From an optimization exercise on the open Yosys and OpenROAD flow, aimed at small area, a short achievable clock period and few clock cycles per item; shortcuts taken in it are not production practice.
Where RTL was checked, it was by simulation tests only, not by an equivalence proof against the original.

Setup of job 8408:
Design ccu_muldiv_seq, start of the top module:
module ccu_muldiv_seq (
    input  logic        clk,
    input  logic        rst,
    input  logic        start,
    input  logic [7:0]  alu_mode,
    input  logic [31:0] src1,
    input  logic [31:0] src2,
    input  logic        flush,
    output logic        stall,
    output logic        done,
    output logic [31:0] result,
    output logic        ccu_ans_mux_sel,
    output logic [1:0]  state_dbg
);
    localparam logic [1:0] S_IDLE = 2'd0, S_MUL = 2'd1, S_DIV = 2'd2, S_DONE = 2'd3;
    localparam logic [2:0] P_PREP = 3'd0,   
                           P_INIT = 3'd1,   
                           P_STEP = 3'd2,   
                           P_CORR = 3'd3,   
                           P_FIX  = 3'd4;   
    function automatic logic [31:0] smear(input logic [31:0] x);
        for (int i = 31; i >= 0; i--)
            smear[i] = (i == 31) ? x[31] : (x[i] | smear[i + 1]);
    endfunction
    function automatic logic [5:0] tlen(input logic [31:0] t);
        logic [32:0] te;
        tlen = 6'd0;
        te = {1'b0, t};
        for (int i = 0; i < 32; i++)
            if (te[i] & ~te[i + 1]) tlen = 6'(i + 1);
    endfunction
    function automatic logic [8:0] pairs(input logic [31:0] s);
        pairs[0] = 1'b1;
        for (int k = 1; k < 9; k++)
            pairs[k] = s[4 * k - 1];
    endfunction
    function automatic logic [2:0] booth(input logic [2:0] w);
        booth = {w[1] ^ w[0],
                 (w[2] & ~w[1] & ~w[0]) | (~w[2] & w[1] & w[0]),
                 w[2]};
    endfunction
  ...
==> flow/config.mk <==
export PLATFORM = sky130hd
export DESIGN_NAME = ccu_muldiv_seq
export DESIGN_NICKNAME = ccu_muldiv_seq
export VERILOG_FILES = /design/flow/design.v
export SDC_FILE = /design/flow/constraint.sdc
export NUM_CORES = 4
export LEC_CHECK = 0
export CAP_MARGIN = 20
export CORE_MARGIN = 2
export CORE_UTILIZATION = 50
export SLEW_MARGIN = 20
==> flow/constraint.sdc <==
create_clock -name core_clock -period 10.5 [get_ports {clk}]
set_input_delay 2.1000 -clock core_clock [delete_from_list [all_inputs] [get_ports {clk}]]
set_output_delay 2.1000 -clock core_clock [all_outputs]
set_load 0.01 [all_outputs]
standard.sh (not shown) runs the stock make flow with config.mk's settings and CLKGATE_MAP_FILE= SYNTH_SCRIPT=/design/flow/synth_recipe.tcl, a recipe that flattens the netlist after the stock synthesis.
==> flow/flow/run.sh <==
#!/bin/bash
set -euo pipefail
bash standard.sh "BUFFER_PORTS_ARGS=-buffer_cell sky130_fd_sc_hd__buf_4" SETUP_SLACK_MARGIN=5.2 finish > standard_flow.log 2>&1
diff inputs: job 8408 => job 5686
diff --git a/flow/design.v b/flow/design.v
--- a/flow/design.v
+++ b/flow/design.v
@@ -116,33 +116,28 @@
                 : 37'd0;
     assign ya  = mag ^ {37{c_neg}};
     assign yh  = {hmag[34:0] ^ {35{h_neg}}, {2{h_neg & is_div}}};
     assign xa  = c_xz ? 37'd0
                : is_div ? {{3{rs}}, R, dbit, 1'b0}
                : {5'd0, R[27:0], 1'b0, h_neg, 2'b00};
     assign sum = xa + ya + yh + {36'd0, c_neg | (h_neg & is_div)};
     assign ge  = ~sum[36];
-    logic [6:0]  hlo;
-    logic [26:0] hup, hdn;
-    assign hlo  = {2'b00, H[4:0]} + {{2{hc[4]}}, hc};
-    assign hup  = H[31:5] + 27'd1;
-    assign hdn  = H[31:5] - 27'd1;
-    assign hsum = {hlo[6] ? hdn : (hlo[5] ? hup : H[31:5]), hlo[4:0]};
+    assign hsum = H + {{27{hc[4]}}, hc};
     assign fixr = op_r[1] & ~ge;
     always_ff @(posedge clk or posedge rst) begin
         if (rst) begin
             state <= S_IDLE;
         end else begin
             case (state)
                 S_IDLE: if (accept) state <= !op[2] ? S_MUL : (early ? S_DONE : S_DIV);
                 S_MUL: begin
                     if (flush)
                         state <= S_IDLE;
-                    else if (last)
+                    else if (ph == P_FIX || (last && !negres))
                         state <= S_DONE;
                 end
                 S_DIV: begin
                     if (flush)
                         state <= S_IDLE;
                     else if (ph == P_FIX || (ph == P_CORR && !negres) ||
                              (ph == P_STEP && last && !fixr && !negres))
                         state <= S_DONE;
@@ -167,16 +162,17 @@
                 H   <= {32{op[2] & dz}};
                 if (op[2]) begin
                     {h_one, h_two, h_neg, c_one, c_two, c_neg} <= {5'b00000, n1};
                     {c_xr, c_xh, c_xz} <= 3'b101;
                 end else begin
                     {h_one, h_two, h_neg, c_one, c_two, c_neg} <= bcf;
                 end
             end
+            S_MUL: if (ph == P_FIX) H <= hsum;
             S_DIV: begin
                 {h_one, h_two, h_neg, c_one, c_two, c_neg} <= {5'b00001, ge ^ dneg};
                 H <= {H[30:0], ge};
                 case (ph)
                     P_PREP: H <= 32'd0;
                     P_INIT: begin
                         R    <= M >> ip1[5:0];
                         H    <= 32'd0;
@@ -213,32 +209,33 @@
                 D      <= (!op[2] && swap) ? src1 : src2;
                 msign  <= swap ? s2 : s1;
                 dsign  <= swap ? s1 : s2;
                 op_r   <= op[1:0];
                 w1_r   <= tlen(S1);
                 w2_r   <= tlen(S2);
                 n1_r   <= n1;
                 ph     <= op[2] ? (n1 ? P_PREP : P_INIT) : P_STEP;
-                negres <= op[2] & (op[1] ? n1 : (n1 ^ n2));
+                negres <= op[2] ? (op[1] ? n1 : (n1 ^ n2)) : (op[1:0] != 2'b00);
                 sel_r  <= op[2] ? op[1] : (op[1:0] == 2'b00);
             end
+            S_MUL: if (last) ph <= P_FIX;
             S_DIV: begin
                 case (ph)
                     P_PREP: begin
                         M  <= sum[31:0];
                         ph <= P_INIT;
                     end
                     P_INIT: ph <= P_STEP;
                     P_STEP: if (last) ph <= fixr ? P_CORR : P_FIX;
                     P_CORR: ph <= P_FIX;
                     default: sel_r <= 1'b1;
                 endcase
             end
             default: ;
         endcase
     end
-    assign result          = sel_r ? R : hsum;
+    assign result          = sel_r ? R : H;
     assign stall           = accept | (state == S_MUL) | (state == S_DIV);
     assign done            = (state == S_DONE);
     assign ccu_ans_mux_sel = done;
     assign state_dbg       = state;
 endmodule
[summary]
The die area reported for job 5686 is greater than that of job 8408 by 1600 µm². Job 8408 leaves less setup margin than job 5686. The lower post-placement setup slack came out of job 5686. Diode insertion count for antenna repair was lower in the run labelled job 5686. Summary: register-to-register slack, job 5686 better than job 8408. Job 5686 vs job 8408, multi-input logic cell count went up by 8. | final cycle utilization of the critical path | job 5686 vs job 8408 | 0.71 points lower |. When job 5686 is measured against job 8408, its standard-cell row count turns out 2.7% higher.
Testbench counts of job 5686, summed over its fixed seeds: cycles 20,920, items 3,200.
The RTL of job 8408 was laid out without a check of its function.


== the previous run ==
RTL: one of the versions met above, not the one the previous note started from.
Size in the first run: roughly 2700 cells after synthesis, ~110 I/O pins.
==> flow/config.mk <==
export PLATFORM = sky130hd
export DESIGN_NAME = ccu_muldiv_seq
export DESIGN_NICKNAME = ccu_muldiv_seq
export VERILOG_FILES = /design/flow/design.v
export SDC_FILE = /design/flow/constraint.sdc
export NUM_CORES = 4
export LEC_CHECK = 0
export CAP_MARGIN = 20
export CORE_MARGIN = 2
export CORE_UTILIZATION = 50
export SLEW_MARGIN = 20
==> flow/constraint.sdc <==
create_clock -name core_clock -period 10.5 [get_ports {clk}]
set_input_delay 2.1000 -clock core_clock [delete_from_list [all_inputs] [get_ports {clk}]]
set_output_delay 2.1000 -clock core_clock [all_outputs]
set_load 0.01 [all_outputs]
==> flow/flow/run.sh <==
#!/bin/bash
set -euo pipefail
bash standard.sh "BUFFER_PORTS_ARGS=-buffer_cell sky130_fd_sc_hd__buf_4" SETUP_SLACK_MARGIN=5.5 finish > standard_flow.log 2>&1
The previous run went all the way through the flow, and no timing, DRC or antenna check failed.
Testbench counts of the previous run, summed over its fixed seeds: cycles 20,920, items 3,200.
Changes in the current run relative to the previous run:
-- flow/design.v --
<<< the previous run, line 122
    assign sum = xa + ya + yh + {36'd0, c_neg | (h_neg & is_div)};
    assign ge  = ~sum[36];
    assign hsum = H + {{27{hc[4]}}, hc};
    assign fixr = op_r[1] & ~ge;
    always_ff @(posedge clk or posedge rst) begin
>>> the current run, line 122
    assign sum = xa + ya + yh + {36'd0, c_neg | (h_neg & is_div)};
    assign ge  = ~sum[36];
    logic [6:0]  hlo;
    logic [26:0] hup, hdn;
    assign hlo  = {2'b00, H[4:0]} + {{2{hc[4]}}, hc};
    assign hup  = H[31:5] + 27'd1;
    assign hdn  = H[31:5] - 27'd1;
    assign hsum = {hlo[6] ? hdn : (hlo[5] ? hup : H[31:5]), hlo[4:0]};
    assign fixr = op_r[1] & ~ge;
    always_ff @(posedge clk or posedge rst) begin
<<< the previous run, line 133
                    if (flush)
                        state <= S_IDLE;
                    else if (ph == P_FIX || (last && !negres))
                        state <= S_DONE;
                end
>>> the current run, line 138
                    if (flush)
                        state <= S_IDLE;
                    else if (last)
                        state <= S_DONE;
                end
<<< the previous run, line 168
                end
            end
            S_MUL: if (ph == P_FIX) H <= hsum;
            S_DIV: begin
                {h_one, h_two, h_neg, c_one, c_two, c_neg} <= {5'b00001, ge ^ dneg};
>>> the current run, line 173
                end
            end
            S_DIV: begin
                {h_one, h_two, h_neg, c_one, c_two, c_neg} <= {5'b00001, ge ^ dneg};
<<< the previous run, line 215
                n1_r   <= n1;
                ph     <= op[2] ? (n1 ? P_PREP : P_INIT) : P_STEP;
                negres <= op[2] ? (op[1] ? n1 : (n1 ^ n2)) : (op[1:0] != 2'b00);
                sel_r  <= op[2] ? op[1] : (op[1:0] == 2'b00);
            end
            S_MUL: if (last) ph <= P_FIX;
            S_DIV: begin
                case (ph)
>>> the current run, line 219
                n1_r   <= n1;
                ph     <= op[2] ? (n1 ? P_PREP : P_INIT) : P_STEP;
                negres <= op[2] & (op[1] ? n1 : (n1 ^ n2));
                sel_r  <= op[2] ? op[1] : (op[1:0] == 2'b00);
            end
            S_DIV: begin
                case (ph)
<<< the previous run, line 234
        endcase
    end
    assign result          = sel_r ? R : H;
    assign stall           = accept | (state == S_MUL) | (state == S_DIV);
    assign done            = (state == S_DONE);
>>> the current run, line 237
        endcase
    end
    assign result          = sel_r ? R : hsum;
    assign stall           = accept | (state == S_MUL) | (state == S_DIV);
    assign done            = (state == S_DONE);
## What came out
Side by side, share of cell area taken by muxes after synthesis turned out lower in the current run than in the previous run.
The previous run → the current run: number of buffers added to fix hold violations after cts flat, post-route clock period utilization up 6.2 points.
Of the previous run and the current run, the run reporting the lower final wirelength was the previous run.
The global routing usage on met1 of the current run falls short of that of the previous run by 1.7 points.
Only the layout flow was run in the current run; the RTL was not checked for function there.

[static timing again, ports no longer ideal]
The flow's constraints put no driver on any port. The routed layouts listed below were extracted and timed again, unchanged, in two steps. Step 1 assumes that a clkbuf_16 drives the clock port and a buf_2 every other input. Step 2, shift: input delay + t, output delay - t, t = (earliest + latest rising clock arrival at the registers) / 2. This alone moves slack from input paths to output paths. Slacks: ideal / step 1 / step 2; pairs: ideal / step 1.
| run | shift t [ns] | setup WS [ns] | hold WS [ns] | worst register clock-pin slew, ns |
|---|---|---|---|---|
| job 8408 | 0.553 | 5.033 / 4.976 / 4.754 | 0.548 / 0.548 / 0.548 | 0.08 / 0.08 |
| job 5686 | 0.565 | 5.107 / 5.144 / 4.579 | 0.625 / 0.625 / 0.625 | 0.08 / 0.08 |
| the previous run | 0.552 | 5.439 / 5.428 / 4.907 | 0.613 / 0.613 / 0.613 | 0.08 / 0.08 |
| the current run | 0.559 | 4.786 / 4.724 / 4.975 | 0.542 / 0.542 / 0.542 | 0.08 / 0.08 |
After both steps every run listed still meets setup and hold. For the previous run, which loses most, drivers alone change the setup slack by -0.011 ns; drivers and shift together by -0.532 ns.
